This is an optimization exercise on Yosys and OpenROAD, whose aim is small area, not a production implementation.
Where RTL was checked, it was by simulation tests only, not by an equivalence proof against the original.
Power and IR drop assume default switching activity.

==> inputs of job 3878 <==
==> flow/design.v <==
package tpft_pkg;
  localparam int FINGER_SLOTS = 5;
  localparam int SLOT_W       = 3;
  localparam logic [SLOT_W-1:0] LAST_SLOT = SLOT_W'(FINGER_SLOTS - 1);
  localparam int IN_TDATA_W  = 48;
  localparam int OUT_TDATA_W = 40;
  localparam int APB_ADDR_W = 4;
  localparam int APB_DATA_W = 32;
  localparam logic [3:0]  TOUCH_CODE_RST = 4'd3;
  localparam logic [3:0]  ABS_CODE_RST   = 4'd6;
  localparam logic [3:0]  REL_CODE_RST   = 4'd9;
  localparam logic [15:0] Y_LIMIT_RST    = 16'd32640;
  localparam int CMD_W = 39;
endpackage
module tpft_front (
  input  logic [47:0]                pkt_i,
  input  logic [3:0]                 touch_code_i,
  input  logic [3:0]                 abs_code_i,
  input  logic [3:0]                 rel_code_i,
  output logic [tpft_pkg::CMD_W-1:0] cmd_o
);
  logic [7:0] b0, b1, b2, b3, b4, b5;
  logic       is_touch, is_abs, is_rel;
  logic [2:0] fa, fb, abs_n;
  assign {b5, b4, b3, b2, b1, b0} = pkt_i;
  assign is_touch = (b0[3:0] == touch_code_i);
  assign is_abs   = !is_touch && (b0[3:0] == abs_code_i);
  assign is_rel   = !is_touch && !is_abs && (b0[3:0] == rel_code_i);
  assign abs_n = (b1[7] || (b1[6] && b1[5])) ? 3'd0 : b1[6:4];
  assign fa = is_rel ? ((b0[6] && b0[5]) ? 3'd0 : b0[6:4]) : {2'b11, !is_abs};
  assign fb = is_rel ? b3[6:4] : is_abs ? abs_n : {2'b00, is_touch};
  assign cmd_o = {is_abs ? b3 : b5, b4, b2,
                  is_abs ? (b5 == 8'hff) : b1[7], b1[6:0],
                  fb, fa, is_rel ? b0[7] : b0[4]};
endmodule
module tpft_queue (
  input  logic                       clk_i,
  input  logic                       rst_ni,
  input  logic                       push_i,
  input  logic [tpft_pkg::CMD_W-1:0] push_data_i,
  output logic                       full_o,
  input  logic                       pop_i,
  output logic                       valid_o,
  output logic [tpft_pkg::CMD_W-1:0] pop_data_o
);
  logic [tpft_pkg::CMD_W-1:0] mem0_q, mem1_q;
  logic [1:0]                 cnt_q;
  logic                       do_push, do_pop;
  assign full_o     = cnt_q[1];
  assign valid_o    = cnt_q[1] || cnt_q[0];
  assign do_push    = push_i && !cnt_q[1];
  assign do_pop     = pop_i;
  assign pop_data_o = mem0_q;
  always_ff @(posedge clk_i or negedge rst_ni) begin
    if (!rst_ni) begin
      cnt_q <= '0;
    end else if (do_push != do_pop) begin
      cnt_q <= do_push ? cnt_q + 2'd1 : cnt_q - 2'd1;
    end
  end
  always_ff @(posedge clk_i) begin
    if (do_pop && cnt_q[1]) begin
      mem0_q <= mem1_q;
    end else if (do_push && (!cnt_q[0] || do_pop)) begin
      mem0_q <= push_data_i;
    end
    if (do_push) begin
      mem1_q <= push_data_i;
    end
  end
endmodule
module tpft_back (
  input  logic                             clk_i,
  input  logic                             rst_ni,
  input  logic [15:0]                      y_limit_i,
  input  logic                             cmd_valid_i,
  input  logic [tpft_pkg::CMD_W-1:0]       cmd_i,
  output logic                             cmd_pop_o,
  output logic                             m_axis_tvalid_o,
  input  logic                             m_axis_tready_i,
  output logic [tpft_pkg::OUT_TDATA_W-1:0] m_axis_tdata_o,
  output logic [1:0]                       m_axis_tuser_o,
  output logic                             m_axis_tlast_o
);
  localparam int N = tpft_pkg::FINGER_SLOTS;
  logic [N-1:0][15:0]          x_q, y_q;
  logic [N-1:0]                active_q, valid_q;
  logic                        button_q;
  logic [1:0]                  fault_q;
  logic                        busy_q;
  logic                        out_valid_q;
  logic [tpft_pkg::SLOT_W-1:0] next_q;       
  logic [15:0]                 y_limit_q;    
  logic [tpft_pkg::CMD_W-1:0]  cur_q;
  logic                        load_en, step, last, pop;
  logic                        first;
  logic [tpft_pkg::SLOT_W-1:0] out_slot;
  logic        c_button;
  logic [2:0]  c_fa, c_fb;
  logic [7:0]  c_p1, c_p2, c_p4, c_p5;
  logic        c_rel, c_abs, c_touch, c_none, c_drop, c_fault;
  assign {c_p5, c_p4, c_p2, c_p1, c_fb, c_fa, c_button} = cur_q;
  assign c_rel   = !(c_fa[2] && c_fa[1]);
  assign c_abs   = (c_fa == 3'd6);
  assign c_touch = (c_fa == 3'd7) && c_fb[0];
  assign c_none  = (c_fa == 3'd7) && !c_fb[0];
  assign c_drop  = c_p1[7];
  assign c_fault = (c_rel && c_fa == 3'd0) || (c_abs && c_fb == 3'd0);
  assign load_en   = !out_valid_q || m_axis_tready_i;
  assign step      = load_en && busy_q;
  assign last      = (next_q == 3'd5);
  assign first     = (next_q == 3'd1);
  assign out_slot  = first ? tpft_pkg::LAST_SLOT : next_q - 3'd2;
  assign pop       = cmd_valid_i && (!busy_q || (step && last));
  assign cmd_pop_o = pop;
  function automatic logic [16:0] rca(input logic [15:0] a, input logic [15:0] b,
                                      input logic ci);
    logic c;
    c = ci;
    for (int i = 0; i < 16; i++) begin
      rca[i] = a[i] ^ b[i] ^ c;
      c      = (a[i] & b[i]) | (a[i] & c) | (b[i] & c);
    end
    rca[16] = c;
  endfunction
  function automatic logic [15:0] add_s9(input logic [15:0] y, input logic [8:0] d);
    logic [16:0] lo;
    logic        up, dn, ones, zeros;
    lo    = rca({7'd0, y[8:0]}, {7'd0, d}, 1'b0);
    up    = lo[9] && !d[8];
    dn    = !lo[9] && d[8];
    ones  = 1'b1;
    zeros = 1'b1;
    add_s9[8:0] = lo[8:0];
    for (int i = 9; i < 16; i++) begin
      add_s9[i] = y[i] ^ ((up && ones) || (dn && zeros));
      ones      = ones && y[i];
      zeros     = zeros && !y[i];
    end
  endfunction
  function automatic logic [16:0] sub_ge(input logic [15:0] a, input logic [15:0] b);
    logic [15:0] p, g;
    logic [4:0]  cb;
    logic        c, bg, bp;
    p     = a ^ ~b;
    g     = a & ~b;
    cb[0] = 1'b1;
    for (int k = 0; k < 4; k++) begin
      bg = 1'b0;
      bp = 1'b1;
      for (int i = 4 * k; i < 4 * k + 4; i++) begin
        bg = g[i] || (p[i] && bg);
        bp = bp && p[i];
      end
      cb[k+1] = bg || (bp && cb[k]);
    end
    for (int k = 0; k < 4; k++) begin
      c = cb[k];
      for (int i = 4 * k; i < 4 * k + 4; i++) begin
        sub_ge[i] = p[i] ^ c;
        c         = g[i] || (p[i] && c);
      end
    end
    sub_ge[16] = cb[4];
  endfunction
  logic        ma, mb, set_abs;
  logic        h_active, h_valid;
  logic [15:0] h_x, h_y;
  logic [8:0]  dx, dy;
  assign ma      = (c_fa == next_q);
  assign mb      = (c_fb == next_q);
  assign set_abs = c_abs && mb && !c_drop;
  logic        rel_a, rel_b;
  logic [16:0] sdx, sdy;
  assign rel_a = ma;
  assign rel_b = c_rel && mb;
  assign sdx   = rca({7'd0, rel_a ? {c_p1[7], c_p1} : 9'd0}, {7'd0, rel_b ? {c_p4[7], c_p4} : 9'd0}, 1'b0);
  assign sdy   = rca({7'd0, rel_a ? {c_p2[7], c_p2} : 9'd0}, {7'd0, rel_b ? {c_p5[7], c_p5} : 9'd0}, 1'b0);
  assign dx    = sdx[8:0];
  assign dy    = sdy[8:0];
  logic [7:0] bitmap;
  assign bitmap = {2'b00, c_p1[4:0], 1'b0};
  always_comb begin
    h_active = active_q[0];
    h_valid  = valid_q[0];
    if (c_touch) begin
      h_active = bitmap[next_q];
      h_valid  = valid_q[0] && bitmap[next_q];
    end
    if (c_abs && mb) begin
      h_valid = !c_drop;
    end
  end
  assign h_x     = set_abs ? {4'd0, c_p1[3:0], c_p2} : add_s9(x_q[0], dx);
  assign h_y     = set_abs ? {c_p5, c_p4}            : add_s9(y_q[0], dy);
  always_ff @(posedge clk_i or negedge rst_ni) begin
    if (!rst_ni) begin
      active_q    <= '0;
      valid_q     <= '0;
      button_q    <= 1'b0;
      busy_q      <= 1'b0;
      out_valid_q <= 1'b0;
      next_q      <= 3'd1;
    end else begin
      if (load_en) begin
        out_valid_q <= busy_q;
      end
      if (step) begin
        active_q <= {h_active, active_q[N-1:1]};
        valid_q  <= {h_valid, valid_q[N-1:1]};
        next_q   <= last ? 3'd1 : next_q + 3'd1;
        if (last) begin
          busy_q <= 1'b0;
        end
        if (first && !c_none && !(c_abs && c_fault)) begin
          button_q <= c_button;
        end
      end
      if (pop) begin
        busy_q <= 1'b1;
      end
    end
  end
  always_ff @(posedge clk_i) begin
    if (pop) begin
      cur_q <= cmd_i;
    end
    if (step) begin
      x_q     <= {h_x, x_q[N-1:1]};
      y_q     <= {h_y, y_q[N-1:1]};
      y_limit_q <= y_limit_i;
      if (first) begin
        fault_q <= {c_fault, c_none};
      end
    end
  end
  logic        tail_touch;
  logic [16:0] yd;
  assign tail_touch = active_q[N-1] && valid_q[N-1];
  assign yd = sub_ge(y_limit_q, y_q[N-1]);
  assign m_axis_tvalid_o = out_valid_q;
  assign m_axis_tdata_o  = {3'd0, button_q, (tail_touch && yd[16]) ? yd[15:0] : 16'd0,
                            tail_touch ? x_q[N-1] : 16'd0, tail_touch, out_slot};
  assign m_axis_tuser_o  = fault_q;
  assign m_axis_tlast_o  = first;
endmodule
module touchpad_packet_finger_tracker (
  input  logic                               clk_i,
  input  logic                               rst_ni,
  input  logic                               s_axis_tvalid_i,
  output logic                               s_axis_tready_o,
  input  logic [tpft_pkg::IN_TDATA_W-1:0]    s_axis_tdata_i,
  output logic                               m_axis_tvalid_o,
  input  logic                               m_axis_tready_i,
  output logic [tpft_pkg::OUT_TDATA_W-1:0]   m_axis_tdata_o,
  output logic [1:0]                         m_axis_tuser_o,
  output logic                               m_axis_tlast_o,
  input  logic                               psel,
  input  logic                               penable,
  input  logic                               pwrite,
  input  logic [tpft_pkg::APB_ADDR_W-1:0]    paddr,
  input  logic [tpft_pkg::APB_DATA_W-1:0]    pwdata,
  output logic [tpft_pkg::APB_DATA_W-1:0]    prdata,
  output logic                               pready
);
  logic [3:0]                 touch_code_q, abs_code_q, rel_code_q;
  logic [15:0]                y_limit_q;
  logic                       reg_wr;
  logic [tpft_pkg::CMD_W-1:0] front_cmd, q_cmd;
  logic                       q_full, q_valid, q_pop;
  assign pready = 1'b1;
  assign reg_wr = psel && penable && pwrite;
  always_ff @(posedge clk_i or negedge rst_ni) begin
    if (!rst_ni) begin
      touch_code_q <= tpft_pkg::TOUCH_CODE_RST;
      abs_code_q   <= tpft_pkg::ABS_CODE_RST;
      rel_code_q   <= tpft_pkg::REL_CODE_RST;
      y_limit_q    <= tpft_pkg::Y_LIMIT_RST;
    end else if (reg_wr) begin
      case (paddr[3:2])
        2'd0: touch_code_q <= pwdata[3:0];
        2'd1: abs_code_q   <= pwdata[3:0];
        2'd2: rel_code_q   <= pwdata[3:0];
        2'd3: y_limit_q    <= pwdata[15:0];
      endcase
    end
  end
  always_comb begin
    case (paddr[3:2])
      2'd0:    prdata = {28'd0, touch_code_q};
      2'd1:    prdata = {28'd0, abs_code_q};
      2'd2:    prdata = {28'd0, rel_code_q};
      default: prdata = {16'd0, y_limit_q};
    endcase
  end
  tpft_front u_front (
    .pkt_i        (s_axis_tdata_i),
    .touch_code_i (touch_code_q),
    .abs_code_i   (abs_code_q),
    .rel_code_i   (rel_code_q),
    .cmd_o        (front_cmd)
  );
  assign s_axis_tready_o = !q_full;
  tpft_queue u_queue (
    .clk_i       (clk_i),
    .rst_ni      (rst_ni),
    .push_i      (s_axis_tvalid_i),
    .push_data_i (front_cmd),
    .full_o      (q_full),
    .pop_i       (q_pop),
    .valid_o     (q_valid),
    .pop_data_o  (q_cmd)
  );
  tpft_back u_back (
    .clk_i           (clk_i),
    .rst_ni          (rst_ni),
    .y_limit_i       (y_limit_q),
    .cmd_valid_i     (q_valid),
    .cmd_i           (q_cmd),
    .cmd_pop_o       (q_pop),
    .m_axis_tvalid_o (m_axis_tvalid_o),
    .m_axis_tready_i (m_axis_tready_i),
    .m_axis_tdata_o  (m_axis_tdata_o),
    .m_axis_tuser_o  (m_axis_tuser_o),
    .m_axis_tlast_o  (m_axis_tlast_o)
  );
endmodule
==> flow/flow/run.sh <==
#!/bin/bash
# Standard layout, with the port buffers made from the smallest buffer cell,
# the synthesis buffers removed, and a clock tree without dummy loads.
set -euo pipefail
export BUFFER_PORTS_ARGS="-buffer_cell sky130_fd_sc_hd__buf_1"
export REMOVE_ABC_BUFFERS=1
export CTS_ARGS="-sink_clustering_enable -repair_clock_nets -sink_clustering_size 10 -sink_clustering_max_diameter 40 -buf_list sky130_fd_sc_hd__clkbuf_4 -dont_use_dummy_load"
bash standard.sh > standard.log 2>&1
==> flow/standard.sh <==
#!/bin/bash
# synth_recipe.tcl (not shown) runs the flow's synth.tcl, then flattens the netlist and writes it again
# the make line also repeats each setting of config.mk as NAME=value (left out here)
make -C /OpenROAD-flow-scripts/flow DESIGN_CONFIG=/design/flow/config.mk WORK_HOME=/design/flow/orfs CLKGATE_MAP_FILE= SYNTH_SCRIPT=/design/flow/synth_recipe.tcl "${@:-finish}"
==> flow/config.mk <==
export PLATFORM = sky130hd
export DESIGN_NAME = touchpad_packet_finger_tracker
export DESIGN_NICKNAME = touchpad_packet_finger_tracker
export VERILOG_FILES = /design/flow/design.v
export SDC_FILE = /design/flow/constraint.sdc
export NUM_CORES = 4
export LEC_CHECK = 0
export CAP_MARGIN = 20
export CORE_MARGIN = 2
export CORE_UTILIZATION = 75
export SLEW_MARGIN = 20
==> flow/constraint.sdc <==
create_clock -name core_clock -period 8.0 [get_ports {clk_i}]
set_input_delay 1.6000 -clock core_clock [delete_from_list [all_inputs] [get_ports {clk_i}]]
set_output_delay 1.6000 -clock core_clock [all_outputs]
set_load 0.01 [all_outputs]
==> inputs of job 5739, as changes to job 3878 <==
--- a/flow/design.v
+++ b/flow/design.v
@@ -11,5 +11,9 @@
   localparam logic [3:0]  REL_CODE_RST   = 4'd9;
   localparam logic [15:0] Y_LIMIT_RST    = 16'd32640;
-  localparam int CMD_W = 39;
+  localparam logic [1:0] K_NONE  = 2'd0;    
+  localparam logic [1:0] K_TOUCH = 2'd1;
+  localparam logic [1:0] K_ABS   = 2'd2;
+  localparam logic [1:0] K_REL   = 2'd3;
+  localparam int CMD_W = 41;
 endpackage
 module tpft_front (
@@ -22,15 +26,18 @@
   logic [7:0] b0, b1, b2, b3, b4, b5;
   logic       is_touch, is_abs, is_rel;
-  logic [2:0] fa, fb, abs_n;
+  logic [1:0] kind;
+  logic [2:0] sa, sb;
   assign {b5, b4, b3, b2, b1, b0} = pkt_i;
   assign is_touch = (b0[3:0] == touch_code_i);
   assign is_abs   = !is_touch && (b0[3:0] == abs_code_i);
   assign is_rel   = !is_touch && !is_abs && (b0[3:0] == rel_code_i);
-  assign abs_n = (b1[7] || (b1[6] && b1[5])) ? 3'd0 : b1[6:4];
-  assign fa = is_rel ? ((b0[6] && b0[5]) ? 3'd0 : b0[6:4]) : {2'b11, !is_abs};
-  assign fb = is_rel ? b3[6:4] : is_abs ? abs_n : {2'b00, is_touch};
-  assign cmd_o = {is_abs ? b3 : b5, b4, b2,
-                  is_abs ? (b5 == 8'hff) : b1[7], b1[6:0],
-                  fb, fa, is_rel ? b0[7] : b0[4]};
+  assign kind = is_touch ? tpft_pkg::K_TOUCH :
+                is_abs   ? tpft_pkg::K_ABS   :
+                is_rel   ? tpft_pkg::K_REL   : tpft_pkg::K_NONE;
+  assign sa = is_abs ? (b1[7] ? 3'd7 : b1[6:4] - 3'd1) : b0[6:4] - 3'd1;
+  assign sb = b3[6:4] - 3'd1;
+  assign cmd_o = {is_abs ? b3 : b5, b4, b2, b1,
+                  sb[2:1], is_abs ? (b5 == 8'hff) : sb[0],
+                  sa, is_rel ? b0[7] : b0[4], kind};
 endmodule
 module tpft_queue (
@@ -94,22 +101,17 @@
   logic [tpft_pkg::CMD_W-1:0]  cur_q;
   logic                        load_en, step, last, pop;
-  logic                        first;
-  logic [tpft_pkg::SLOT_W-1:0] out_slot;
+  logic [tpft_pkg::SLOT_W-1:0] slot_n, out_slot;
+  logic [1:0]  c_kind;
   logic        c_button;
-  logic [2:0]  c_fa, c_fb;
+  logic [2:0]  c_sa, c_sb;
   logic [7:0]  c_p1, c_p2, c_p4, c_p5;
-  logic        c_rel, c_abs, c_touch, c_none, c_drop, c_fault;
-  assign {c_p5, c_p4, c_p2, c_p1, c_fb, c_fa, c_button} = cur_q;
-  assign c_rel   = !(c_fa[2] && c_fa[1]);
-  assign c_abs   = (c_fa == 3'd6);
-  assign c_touch = (c_fa == 3'd7) && c_fb[0];
-  assign c_none  = (c_fa == 3'd7) && !c_fb[0];
-  assign c_drop  = c_p1[7];
-  assign c_fault = (c_rel && c_fa == 3'd0) || (c_abs && c_fb == 3'd0);
+  logic        c_bad;
+  assign {c_p5, c_p4, c_p2, c_p1, c_sb, c_sa, c_button, c_kind} = cur_q;
+  assign c_bad = c_sa[2] && (c_sa[1] || c_sa[0]);
   assign load_en   = !out_valid_q || m_axis_tready_i;
   assign step      = load_en && busy_q;
-  assign last      = (next_q == 3'd5);
-  assign first     = (next_q == 3'd1);
-  assign out_slot  = first ? tpft_pkg::LAST_SLOT : next_q - 3'd2;
+  assign slot_n    = next_q;
+  assign last      = (next_q == tpft_pkg::LAST_SLOT);
+  assign out_slot  = (next_q == '0) ? tpft_pkg::LAST_SLOT : next_q - 1'b1;
   assign pop       = cmd_valid_i && (!busy_q || (step && last));
   assign cmd_pop_o = pop;
@@ -168,27 +170,26 @@
   logic [15:0] h_x, h_y;
   logic [8:0]  dx, dy;
-  assign ma      = (c_fa == next_q);
-  assign mb      = (c_fb == next_q);
-  assign set_abs = c_abs && mb && !c_drop;
+  assign ma      = (c_sa == slot_n);
+  assign mb      = (c_sb == slot_n);
+  assign set_abs = (c_kind == tpft_pkg::K_ABS) && ma && !c_sb[0];
   logic        rel_a, rel_b;
   logic [16:0] sdx, sdy;
-  assign rel_a = ma;
-  assign rel_b = c_rel && mb;
+  assign rel_a = (c_kind == tpft_pkg::K_REL) && ma;
+  assign rel_b = (c_kind == tpft_pkg::K_REL) && mb;
   assign sdx   = rca({7'd0, rel_a ? {c_p1[7], c_p1} : 9'd0}, {7'd0, rel_b ? {c_p4[7], c_p4} : 9'd0}, 1'b0);
   assign sdy   = rca({7'd0, rel_a ? {c_p2[7], c_p2} : 9'd0}, {7'd0, rel_b ? {c_p5[7], c_p5} : 9'd0}, 1'b0);
   assign dx    = sdx[8:0];
   assign dy    = sdy[8:0];
-  logic [7:0] bitmap;
-  assign bitmap = {2'b00, c_p1[4:0], 1'b0};
   always_comb begin
     h_active = active_q[0];
     h_valid  = valid_q[0];
-    if (c_touch) begin
-      h_active = bitmap[next_q];
-      h_valid  = valid_q[0] && bitmap[next_q];
-    end
-    if (c_abs && mb) begin
-      h_valid = !c_drop;
-    end
+    case (c_kind)
+      tpft_pkg::K_TOUCH: begin
+        h_active = c_p1[slot_n];
+        h_valid  = valid_q[0] && c_p1[slot_n];
+      end
+      tpft_pkg::K_ABS: if (ma) h_valid = !c_sb[0];
+      default: ;
+    endcase
   end
   assign h_x     = set_abs ? {4'd0, c_p1[3:0], c_p2} : add_s9(x_q[0], dx);
@@ -201,5 +202,5 @@
       busy_q      <= 1'b0;
       out_valid_q <= 1'b0;
-      next_q      <= 3'd1;
+      next_q      <= '0;
     end else begin
       if (load_en) begin
@@ -209,9 +210,10 @@
         active_q <= {h_active, active_q[N-1:1]};
         valid_q  <= {h_valid, valid_q[N-1:1]};
-        next_q   <= last ? 3'd1 : next_q + 3'd1;
+        next_q   <= last ? '0 : next_q + 1'b1;
         if (last) begin
           busy_q <= 1'b0;
         end
-        if (first && !c_none && !(c_abs && c_fault)) begin
+        if (slot_n == '0 && c_kind != tpft_pkg::K_NONE &&
+            !(c_kind == tpft_pkg::K_ABS && c_bad)) begin
           button_q <= c_button;
         end
@@ -230,6 +232,6 @@
       y_q     <= {h_y, y_q[N-1:1]};
       y_limit_q <= y_limit_i;
-      if (first) begin
-        fault_q <= {c_fault, c_none};
+      if (slot_n == '0) begin
+        fault_q <= (c_kind == tpft_pkg::K_NONE) ? 2'd1 : (c_kind[1] && c_bad) ? 2'd2 : 2'd0;
       end
     end
@@ -243,5 +245,5 @@
                             tail_touch ? x_q[N-1] : 16'd0, tail_touch, out_slot};
   assign m_axis_tuser_o  = fault_q;
-  assign m_axis_tlast_o  = first;
+  assign m_axis_tlast_o  = (next_q == '0);
 endmodule
 module touchpad_packet_finger_tracker (
==> flow/run.sh (new file) <==
#!/bin/bash
# synth_recipe.tcl (not shown) runs the flow's synth.tcl, then flattens the netlist and writes it again
# the make line also repeats each setting of config.mk as NAME=value (left out here)
make -C /OpenROAD-flow-scripts/flow DESIGN_CONFIG=/design/flow/config.mk WORK_HOME=/design/flow/orfs CLKGATE_MAP_FILE= SYNTH_SCRIPT=/design/flow/synth_recipe.tcl finish
--- a/flow/config.mk
+++ b/flow/config.mk
@@ -8,4 +8,5 @@
 export CAP_MARGIN = 20
 export CORE_MARGIN = 2
-export CORE_UTILIZATION = 75
+export CORE_UTILIZATION = 60
+export CTS_BUF_LIST = sky130_fd_sc_hd__clkbuf_4 sky130_fd_sc_hd__clkbuf_8
 export SLEW_MARGIN = 20
removed: flow/flow/run.sh
removed: flow/standard.sh
==> inputs of job 5527, as changes to job 3878 <==
==> flow/flow/run.sh (replaced) <==
#!/bin/bash
# Standard layout, with the port buffers made from the smallest buffer cell,
# the synthesis buffers removed, and cells off the critical paths sized down
# before global routing (flow/shrink.tcl), whose repair then fixes slew and
# capacitance with routing parasitics.
set -euo pipefail
export BUFFER_PORTS_ARGS="-buffer_cell sky130_fd_sc_hd__buf_1"
export REMOVE_ABC_BUFFERS=1
export PRE_GLOBAL_ROUTE_TCL="$PWD/flow/shrink.tcl"
bash standard.sh > standard.log 2>&1
==> flow/flow/shrink.tcl (new file) <==
# Sourced by ORFS's global_route step before routing: size down cells with
# timing slack, then repair slew and capacitance and legalise the placement.
set_propagated_clock [all_clocks]
estimate_parasitics -placement
log_cmd repair_timing -recover_power 100 -verbose
log_cmd repair_design -cap_margin 20 -slew_margin 20 -verbose
log_cmd detailed_placement
check_placement -verbose
--- a/flow/config.mk
+++ b/flow/config.mk
@@ -8,4 +8,7 @@
 export CAP_MARGIN = 20
 export CORE_MARGIN = 2
-export CORE_UTILIZATION = 75
+export CORE_UTILIZATION = 65
+export CTS_BUF_LIST = sky130_fd_sc_hd__clkbuf_8
+export CTS_CLUSTER_DIAMETER = 60
+export CTS_CLUSTER_SIZE = 16
 export SLEW_MARGIN = 20
==> notes <==
Sequential power is about the same in job 5527 and job 3878.
Clock power, lowest first: job 3878, job 5527, job 5739.
The lowest first-iteration DRC count belongs to job 5739, the highest to job 3878.
In job 5739 the cell count is higher than in job 5527, by 11%.
Sequential share of layout area: job 3878 is higher than job 5527 (1.0 points).
Between job 3878 and job 5739, the lower register-to-register slack is in job 3878 (gap 40 ps).
Between job 5739 and job 3878, the lower non-clock buffer count is in job 5739 (gap 3).
Against job 5527, the worst setup slack of job 5739 is better by 46 ps.
Maximum frequency: job 5739 > job 3878 > job 5527.
The RTL of job 5739 was laid out without a check of its function.

==> re-timing with driven ports <==
In the flow no input, the clock included, has a driving cell. The finished layouts below were timed again as built, in two steps.
Step 1 sets driving cells, clkbuf_16 on the clock port and buf_2 on the other inputs (assumed; they add their load-dependent delay and slew).
Step 2, shift: input delay + t, output delay - t, t = (earliest + latest rising clock arrival at the registers) / 2. This alone moves slack from input paths to output paths.
Three values: ideal, step 1, step 2; two values: the first two.
| run | t (ns) | setup WS [ns] | hold WS [ns] | latest minus earliest clock arrival (ns) |
|---|---|---|---|---|
| job 3878 | 0.659 | 0.636 / 0.636 / 0.636 | 0.390 / 0.390 / 0.390 | 0.065 / 0.066 |
| job 5739 | 0.607 | 0.672 / 0.672 / 0.672 | 0.411 / 0.411 / 0.411 | 0.024 / 0.024 |
| job 5527 | 0.604 | 0.626 / 0.626 / 0.626 | 0.413 / 0.413 / 0.413 | 0.028 / 0.028 |
After both steps setup and hold are still met in every run listed.
